From an optimization exercise on the open Yosys and OpenROAD flow, aimed at a short achievable clock period and few clock cycles per item; shortcuts taken in it are not production practice. In this exercise RTL edits were held to simulation tests only and were not proved equivalent to the original. No driver is modelled on the clock port, so clocking that relies on it looks cheaper here than on a real chip. Power is estimated from default activity; no workload was simulated.

Setup of tundra:
## page_swap_slot_manager
module page_swap_slot_manager (
  input  logic                clk,
  input  logic                rst,
  input  logic                req_valid,
  output logic                req_ready,
  input  logic [1:0]          req_opcode,
  input  logic [PAGE_W-1:0]   req_page_number,
  input  logic [FRAME_W-1:0]  req_frame_number,
  input  logic                req_load_valid,
  output logic                rsp_valid,
  input  logic                rsp_ready,
  output logic [OUT_W-1:0]    rsp_victim_page,
  output logic [OUT_W-1:0]    rsp_swap_slot,
  output logic [1:0]          rsp_status
);
Size in the first run: about 6300 cells after synthesis, roughly 34 I/O pins, roughly 48000 µm² of cells after synthesis.
Settings: LEC_CHECK=0, CAP_MARGIN=30, CORE_MARGIN=2, CORE_UTILIZATION=55, PLACE_DENSITY=0.7, SETUP_SLACK_MARGIN=3.3, SLEW_MARGIN=20, SYNTH_HIERARCHICAL=1; clock period 5.0 ns.
standard.sh (not shown) runs the stock make flow with config.mk's settings and CLKGATE_MAP_FILE= SYNTH_SCRIPT=/design/flow/synth_recipe.tcl, a recipe that flattens the netlist after the stock synthesis.
==> flow/flow/run.sh <==
#!/bin/bash
# the standard layout, with one addition before clock tree synthesis: each
# flip-flop that drives an output port's buffer is moved next to that buffer
# (flow/place_out.tcl), so the register-to-port wire is short
set -euo pipefail
export PRE_CTS_TCL="$(pwd)/flow/place_out.tcl"
bash standard.sh > standard_flow.log 2>&1
==> flow/flow/place_out.tcl <==
# move the flip-flops that drive output buffers next to those buffers, then
# legalize; runs in cts.tcl after the placed design is loaded
set block [ord::get_db_block]
set moved 0
foreach bterm [$block getBTerms] {
  if {[$bterm getIoType] ne "OUTPUT"} { continue }
  set net [$bterm getNet]
  if {$net eq "NULL"} { continue }
  set buf ""
  foreach it [$net getITerms] {
    if {[$it isOutputSignal]} { set buf [$it getInst] }
  }
  if {$buf eq ""} { continue }
  set innet ""
  foreach it [$buf getITerms] {
    if {[$it isInputSignal] && [$it getNet] ne "NULL"} { set innet [$it getNet] }
  }
  if {$innet eq ""} { continue }
  set ff ""
  foreach it [$innet getITerms] {
    if {[$it isOutputSignal]} { set ff [$it getInst] }
  }
  if {$ff eq "" || ![[$ff getMaster] isSequential]} { continue }
  set loc [$buf getLocation]
  $ff setLocation [lindex $loc 0] [lindex $loc 1]
  $ff setPlacementStatus PLACED
  incr moved
  puts "place_out: [$ff getName] next to [$buf getName] ([$bterm getName])"
}
puts "place_out: moved $moved flip-flops"
detailed_placement
Looking at the reports, tundra completed the entire flow and the layout it produced met the timing, design-rule and antenna checks.
Testbench counts of tundra, summed over its fixed seeds: cycles 12,032, items 12,000.
For onyx, these inputs were changed with respect to tundra:
- a change of CORE_UTILIZATION from 55 to 40
- a change of PLACE_DENSITY from 0.7 to 0.6
Findings:
Result: PASS for each of tundra and onyx
Against tundra, final wirelength in onyx came out better.
tundra ended up with rsp_victim_page[0]$_DFF_P_ as its beginning of the critical path; onyx ended up with rsp_swap_slot[4]$_DFF_P_.
Compared with tundra, onyx shows a lower transition time of the tightest slew-check pin.
Maximum clock rate: tundra and onyx compared, higher one is tundra
From tundra to onyx the numbers moved as follows: count of clock-buffer cells in the layout went down by 1, final critical path time including I/O delays and setup went up by 0.013 ns.
Changes observed in onyx relative to tundra: sum of internal, switching and leakage power grew by 2.3%, wire length of the first global-routing pass grew by 3.7 mm, final-layout non-clock buffer area share shrank by 0.29 points, worst hold slack shrank by 0.055 ns, worst setup slack shrank by 0.013 ns.
Inputs modified between onyx and delta:
- CTS_CLUSTER_DIAMETER now 60, previously not set
- CTS_CLUSTER_SIZE now 24, previously not set
==> results.txt <==
- Between delta and onyx, the sequential share of cell area figures differ only marginally.
- Status: slew at the pin closest to its max-slew limit parity (delta, onyx)
- Layout overhead on the synthesized area ends up lower on onyx.

---

Another version of the RTL of page_swap_slot_manager (not shown whole).
For scale: roughly 6300 cells after synthesis, about 34 I/O pins, about 0.048 sq mm of cells after synthesis.
clock: 5.0 ns
lec_check: 0
cap_margin: 30
core_margin: 2
core_utilization: 40
place_density: 0.6
setup_slack_margin: 3.3
slew_margin: 20
synth_hierarchical: 1
run.sh (not shown) runs the stock make flow with config.mk's settings and CLKGATE_MAP_FILE= SYNTH_SCRIPT=/design/flow/synth_recipe.tcl, a recipe that flattens the netlist after the stock synthesis.
Stock flow here: none of the scripts above is used.
Testbench counts at the start, summed over its fixed seeds: cycles 12,032, items 12,000.
Edit:
==> flow/flow/run.sh (new file) <==
#!/bin/bash
# the standard layout, with one addition before clock tree synthesis: each
# flip-flop that drives an output port's buffer is moved next to that buffer
# (flow/place_out.tcl), so the register-to-port wire is short
set -euo pipefail
export PRE_CTS_TCL="$(pwd)/flow/place_out.tcl"
bash standard.sh > standard_flow.log 2>&1
==> flow/flow/place_out.tcl (new file) <==
# move the flip-flops that drive output buffers next to those buffers, then
# legalize; runs in cts.tcl after the placed design is loaded
set block [ord::get_db_block]
set moved 0
foreach bterm [$block getBTerms] {
  if {[$bterm getIoType] ne "OUTPUT"} { continue }
  set net [$bterm getNet]
  if {$net eq "NULL"} { continue }
  set buf ""
  foreach it [$net getITerms] {
    if {[$it isOutputSignal]} { set buf [$it getInst] }
  }
  if {$buf eq ""} { continue }
  set innet ""
  foreach it [$buf getITerms] {
    if {[$it isInputSignal] && [$it getNet] ne "NULL"} { set innet [$it getNet] }
  }
  if {$innet eq ""} { continue }
  set ff ""
  foreach it [$innet getITerms] {
    if {[$it isOutputSignal]} { set ff [$it getInst] }
  }
  if {$ff eq "" || ![[$ff getMaster] isSequential]} { continue }
  set loc [$buf getLocation]
  $ff setLocation [lindex $loc 0] [lindex $loc 1]
  $ff setPlacementStatus PLACED
  incr moved
  puts "place_out: [$ff getName] next to [$buf getName] ([$bterm getName])"
}
puts "place_out: moved $moved flip-flops"
detailed_placement
==> flow/standard.sh (new file) <==
#!/bin/bash
# synth_recipe.tcl (not shown) runs the flow's synth.tcl, then flattens the netlist and writes it again
# the make line also repeats each setting of config.mk as NAME=value (left out here)
make -C /OpenROAD-flow-scripts/flow DESIGN_CONFIG=/design/flow/config.mk WORK_HOME=/design/flow/orfs CLKGATE_MAP_FILE= SYNTH_SCRIPT=/design/flow/synth_recipe.tcl "${@:-finish}"
removed: flow/run.sh
Result:
- critical path depth does not change
- global-route usage hardly moves
- count of clock-buffer cells in the layout is lower by 5
- combinational power is higher slightly
- fmax is higher slightly
- final cell count is higher slightly
- sequential share of layout area is lower by 0.31 points
- setup slack gains 0.041 ns
- design area is higher slightly
- non-clock buffer count is higher by 20
- register-to-register slack gains 0.05 ns

---

== the reference run ==
Another version of the RTL of page_swap_slot_manager (not shown whole).
Size: ~6300 cells after synthesis, ~47000 um^2 of cells after synthesis.
==> flow/config.mk <==
export PLATFORM = sky130hd
export DESIGN_NAME = page_swap_slot_manager
export DESIGN_NICKNAME = page_swap_slot_manager
export VERILOG_FILES = /design/flow/design.v
export SDC_FILE = /design/flow/constraint.sdc
export NUM_CORES = 4
export LEC_CHECK = 0
export CAP_MARGIN = 30
export CORE_MARGIN = 2
export CORE_UTILIZATION = 40
export PLACE_DENSITY = 0.6
export SETUP_SLACK_MARGIN = 3.3
export SLEW_MARGIN = 20
export SYNTH_HIERARCHICAL = 1
==> flow/constraint.sdc <==
create_clock -name core_clock -period 5.0 [get_ports {clk}]
set_input_delay 1.0000 -clock core_clock [delete_from_list [all_inputs] [get_ports {clk}]]
set_output_delay 1.0000 -clock core_clock [all_outputs]
set_load 0.01 [all_outputs]
Stock flow here: none of the scripts above is used.
The reference run ended with every stage complete and zero timing, DRC or antenna violations.
Testbench counts of the reference run, summed over its fixed seeds: cycles 12,032, items 12,000.
Inputs modified between the reference run and the trial run:
==> flow/flow/run.sh (new file) <==
#!/bin/bash
# the standard layout, with one addition before clock tree synthesis: each
# flip-flop that drives an output port's buffer is moved next to that buffer
# (flow/place_out.tcl), so the register-to-port wire is short
set -euo pipefail
export PRE_CTS_TCL="$(pwd)/flow/place_out.tcl"
bash standard.sh > standard_flow.log 2>&1
==> flow/flow/place_out.tcl (new file) <==
# move the flip-flops that drive output buffers next to those buffers, then
# legalize; runs in cts.tcl after the placed design is loaded
set block [ord::get_db_block]
set moved 0
foreach bterm [$block getBTerms] {
  if {[$bterm getIoType] ne "OUTPUT"} { continue }
  set net [$bterm getNet]
  if {$net eq "NULL"} { continue }
  set buf ""
  foreach it [$net getITerms] {
    if {[$it isOutputSignal]} { set buf [$it getInst] }
  }
  if {$buf eq ""} { continue }
  set innet ""
  foreach it [$buf getITerms] {
    if {[$it isInputSignal] && [$it getNet] ne "NULL"} { set innet [$it getNet] }
  }
  if {$innet eq ""} { continue }
  set ff ""
  foreach it [$innet getITerms] {
    if {[$it isOutputSignal]} { set ff [$it getInst] }
  }
  if {$ff eq "" || ![[$ff getMaster] isSequential]} { continue }
  set loc [$buf getLocation]
  $ff setLocation [lindex $loc 0] [lindex $loc 1]
  $ff setPlacementStatus PLACED
  incr moved
  puts "place_out: [$ff getName] next to [$buf getName] ([$bterm getName])"
}
puts "place_out: moved $moved flip-flops"
detailed_placement
==> flow/standard.sh (new file) <==
#!/bin/bash
# synth_recipe.tcl (not shown) runs the flow's synth.tcl, then flattens the netlist and writes it again
# the make line also repeats each setting of config.mk as NAME=value (left out here)
make -C /OpenROAD-flow-scripts/flow DESIGN_CONFIG=/design/flow/config.mk WORK_HOME=/design/flow/orfs CLKGATE_MAP_FILE= SYNTH_SCRIPT=/design/flow/synth_recipe.tcl "${@:-finish}"
removed: flow/run.sh
Results
- In the trial run the setup slack turned out 0.019 ns higher than in the reference run.
- The trial run -> the reference run: post-detailed-route via-to-cell ratio flat
- Compared with the reference run, the trial run shows a overall track demand over capacity in global routing that is 0.34 points lower.
- Sort the trial run and the reference run by met1 track utilization from global routing, ascending, and the reference run comes first.
- The trial run and the reference run ended up with nearly the same combinational share of power.
- The trial run vs. the reference run: highest attainable clock frequency higher, total buffers and inverters traversed by the critical path held, count of fill cells added during filler insertion higher.
- Looking at worst endpoint data arrival time across the trial run and the reference run, the one that comes out higher is the reference run.
- The reference run consumes less power than the trial run.
- Via count of the first global-routing pass shrinks slightly when moving from the reference run to the trial run.

-- port drivers added, routing unchanged --
No port has a modelled driver above. Below, the same layouts with a new extraction and two added sets of constraints. Step 1, drivers: a clkbuf_16 drives clk and a buf_2 each remaining input, both assumed. Step 2 moves the port delays by t, midway between the first and last clock arrival at a register: inputs arrive t later, outputs are due t later. That takes back most of the time a late clock gives input paths. Slacks: ideal ports / drivers / drivers and shift; pairs: ideal ports / drivers.
run | t, ns | slack for setup (ns) | hold WS [ns] | pins driven straight from the clock port
tundra | 0.756 | 2.874 / 2.801 / 2.641 | 0.323 / 0.323 / 0.323 | 1
onyx | 0.762 | 2.861 / 2.792 / 2.594 | 0.267 / 0.267 / 0.267 | 1
delta | 0.738 | 2.869 / 2.803 / 2.579 | 0.329 / 0.329 / 0.329 | 1
the first run of note 2 | 0.769 | 2.806 / 2.732 / 2.612 | 0.325 / 0.325 / 0.325 | 1
the second run of note 2 | 0.780 | 2.847 / 2.775 / 2.510 | 0.313 / 0.313 / 0.313 | 1
the reference run | 0.770 | 2.729 / 2.657 / 2.640 | 0.306 / 0.306 / 0.306 | 1
the trial run | 0.766 | 2.748 / 2.675 / 2.636 | 0.319 / 0.319 / 0.319 | 1
After both steps every run listed still meets setup and hold. The setup slack of the second run of note 2, which loses most, moves by -0.072 ns with the drivers and by -0.337 ns with both steps.
